What follows belongs to an exercise in optimizing a design on an open flow for small area, a short achievable clock period and few clock cycles per item; a production flow would make more cautious choices.
At most, simulation tests tie the RTL to the original design; equivalence was not proved.
No activity file was given, so power comes from the tool's default toggle rates.

rev 12:
## rational_arith_reduce
module rational_arith_reduce #(
   parameter int OPERAND_WIDTH = 16
) (
   input  logic                                  clock,
   input  logic                                  reset,
   input  logic                                  req_tvalid,
   output logic                                  req_tready,
   input  logic [8*((2+4*OPERAND_WIDTH+7)/8)-1:0] req_tdata,
   output logic                                  rsp_tvalid,
   input  logic                                  rsp_tready,
   output logic [71:0]                           rsp_tdata,
   output logic                                  rsp_tuser
);
clock: 15.0 ns
lec_check: 0
cap_margin: 80
core_margin: 2
core_utilization: 40
slew_margin: 80
run.sh (not shown) runs the stock make flow with config.mk's settings and CLKGATE_MAP_FILE= SYNTH_SCRIPT=/design/flow/synth_recipe.tcl, a recipe that flattens the netlist after the stock synthesis.
Rev 12 completed; timing, DRC and antenna clean
[inputs] rev 13 vs rev 12
Settings: a change of CAP_MARGIN from 80 to 20; a change of SLEW_MARGIN from 80 to 20.
## What came out
Comparing rev 12 against rev 13, there is no change at all in number of DRC violations after detailed routing.
Rev 13 vs rev 12, instance count: rev 13 lower
Delta (rev 13 minus rev 12): count of clock-net buffers in the final layout up 4; share of the final layout cell area in sequential cells saw an increase.
No functional check of the RTL was part of any run of this note.

========
Another version of the RTL of rational_arith_reduce (not shown whole).
Size: ~2900 cells after synthesis, about 150 I/O pins, about 0.026 mm^2 of cells after synthesis.
Settings: LEC_CHECK=0, CAP_MARGIN=20, CORE_MARGIN=2, CORE_UTILIZATION=55, CTS_CLUSTER_DIAMETER=100, CTS_CLUSTER_SIZE=20, SLEW_MARGIN=20; clock period 15.0 ns.
standard.sh (not shown) runs the stock make flow with config.mk's settings and CLKGATE_MAP_FILE= SYNTH_SCRIPT=/design/flow/synth_recipe.tcl, a recipe that flattens the netlist after the stock synthesis.
==> flow/flow/run.sh <==
#!/bin/bash
# Standard layout (standard synthesis, floorplan, placement, CTS, routing) with
# the timing repair steps asked to leave 10.8 ns of setup slack at the design's
# clock period, so they size the critical paths up, and every port buffered
# with buf_2 rather than the default delay-buffer cell. The make output goes to
# make_finish.log; each ORFS step logs under orfs/logs/.
set -euo pipefail
bash standard.sh SETUP_SLACK_MARGIN=10.8 "BUFFER_PORTS_ARGS=-buffer_cell sky130_fd_sc_hd__buf_2" finish > make_finish.log 2>&1
The first run ran to the end with no violations.
Testbench counts at the start, summed over its fixed seeds: cycles 38,469, items 2,400.
Edit:
- CTS_CLUSTER_DIAMETER: 100 -> not set
- CTS_CLUSTER_SIZE: 20 -> not set
Die area does not change. Sequential power hardly moves. Via count barely changes. Design area goes up by about 2.2%. Power went up by 5.4%. Wire length fell by 0.34%.
Edit:
==> flow/flow/run.sh (replaced) <==
#!/bin/bash
# Standard layout (standard synthesis, floorplan, placement, CTS, routing) with
# the timing repair steps asked to leave 10.7 ns of setup slack at the design's
# clock period, so they size the critical paths up, and every port buffered
# with buf_2 rather than the default delay-buffer cell. The make output goes to
# make_finish.log; each ORFS step logs under orfs/logs/.
set -euo pipefail
bash standard.sh SETUP_SLACK_MARGIN=10.7 "BUFFER_PORTS_ARGS=-buffer_cell sky130_fd_sc_hd__buf_2" finish > make_finish.log 2>&1
- CORE_UTILIZATION: 55 -> 65
- CTS_CLUSTER_DIAMETER: not set -> 100
- CTS_CLUSTER_SIZE: not set -> 24
The new run completed with no timing, DRC or antenna violations.
Die area shrinks by 15%.
Final area decreases by 5.5%.
Clock-buffer cell count is lower by 22.
Setup slack got worse by 0.069 ns.
Utilization rises by 8.0 points.
Synthesized area does not change.
Critical path depth increases by 13.
Final cell count falls by 5.4%.
Register-to-register slack gets worse by 0.14 ns.
Sequential share of layout area went up by 1.8 points.
Routed wire length falls by 6.0%.
Edit:
==> flow/flow/run.sh (replaced) <==
#!/bin/bash
# Standard layout (standard synthesis, floorplan, placement, CTS, routing) with
# the timing repair steps asked to leave 10.8 ns of setup slack at the design's
# clock period, so they size the critical paths up, and every port buffered
# with buf_2 rather than the default delay-buffer cell. The make output goes to
# make_finish.log; each ORFS step logs under orfs/logs/.
set -euo pipefail
bash standard.sh SETUP_SLACK_MARGIN=10.8 "BUFFER_PORTS_ARGS=-buffer_cell sky130_fd_sc_hd__buf_2" finish > make_finish.log 2>&1
- CTS_CLUSTER_SIZE: 24 -> 20
- PLACE_DENSITY: not set -> 0.8
What happened: Combinational power rose by a few percent. Non-clock buffer count rose by 40. Routed wire length rose by a few percent. Sequential power barely changes. Cell count rose slightly. Register-to-register slack gains 0.10 ns. Area after synthesis stays the same. Clock skew hardly moves.
Edit:
==> flow/flow/run.sh (replaced) <==
#!/bin/bash
# Standard layout (standard synthesis, floorplan, placement, CTS, routing) with
# the timing repair steps asked to leave 10.8 ns of setup slack at the design's
# clock period, so they size the critical paths up, and every port buffered
# with buf_4 rather than the default delay-buffer cell. The make output goes to
# make_finish.log; each ORFS step logs under orfs/logs/.
set -euo pipefail
bash standard.sh SETUP_SLACK_MARGIN=10.8 "BUFFER_PORTS_ARGS=-buffer_cell sky130_fd_sc_hd__buf_4" finish > make_finish.log 2>&1
- CORE_UTILIZATION: 65 -> 40
- CTS_CLUSTER_DIAMETER: 100 -> not set
- CTS_CLUSTER_SIZE: 20 -> not set
- PLACE_DENSITY: 0.8 -> not set
After rerunning: The changed run passed the timing, DRC and antenna checks; synthesized cell count does not change; worst setup slack loses 0.018 ns; core utilization fell by 25 points; cell area rose by a little under a tenth; sequential share of layout area fell by 2.3 points; critical path depth does not change.
Edit:
==> flow/flow/run.sh (replaced) <==
#!/bin/bash
# Standard layout (standard synthesis, floorplan, placement, CTS, routing) with
# the timing repair steps asked to leave 10.8 ns of setup slack at the design's
# clock period, so they size the critical paths up, and every port buffered
# with buf_2 rather than the default delay-buffer cell. The make output goes to
# make_finish.log; each ORFS step logs under orfs/logs/.
set -euo pipefail
bash standard.sh SETUP_SLACK_MARGIN=10.8 "BUFFER_PORTS_ARGS=-buffer_cell sky130_fd_sc_hd__buf_2" finish > make_finish.log 2>&1
- CORE_UTILIZATION: 40 -> 70
=> The new run produced a clean layout; total power is about the same; synthesized cell count stays the same; wire length drops by 2.3%.

-- re-timing with driven ports --
Ports are ideal in the flow. The routed layouts listed here were re-timed in OpenROAD.
Step 1 assumes that a clkbuf_16 drives the clock port and a buf_2 every other input.
Step 2 adds t to the input delays and takes it off the output delays; t is the mean of the earliest and latest rising clock arrival at the registers after step 1. Input paths then give back, and output paths get back, about the clock's delay inside the block.
a / b / c = ideal ports / drivers / drivers and shift; a / b = the first two.
run	t, ns	slack for setup (ns)	worst setup path after step 2	pins driven straight from the clock port
rev 12	0.631	9.936 / 9.936 / 9.936	register to register	1
rev 13	0.621	9.317 / 9.317 / 9.317	register to register	1
the first run of note 2	0.612	10.824 / 10.765 / 10.636	input to register	1
the second run of note 2	0.629	10.807 / 10.750 / 10.608	input to register	1
the third run of note 2	0.597	10.738 / 10.706 / 10.663	input to register	1
the fourth run of note 2	0.591	10.808 / 10.751 / 10.640	input to register	1
the fifth run of note 2	0.632	10.790 / 10.731 / 10.587	input to register	1
the sixth run of note 2	0.607	10.809 / 10.751 / 10.549	input to register	1
After both steps setup and hold are still met in every run listed. For the sixth run of note 2, which loses most, drivers alone change the setup slack by -0.058 ns; drivers and shift together by -0.260 ns.
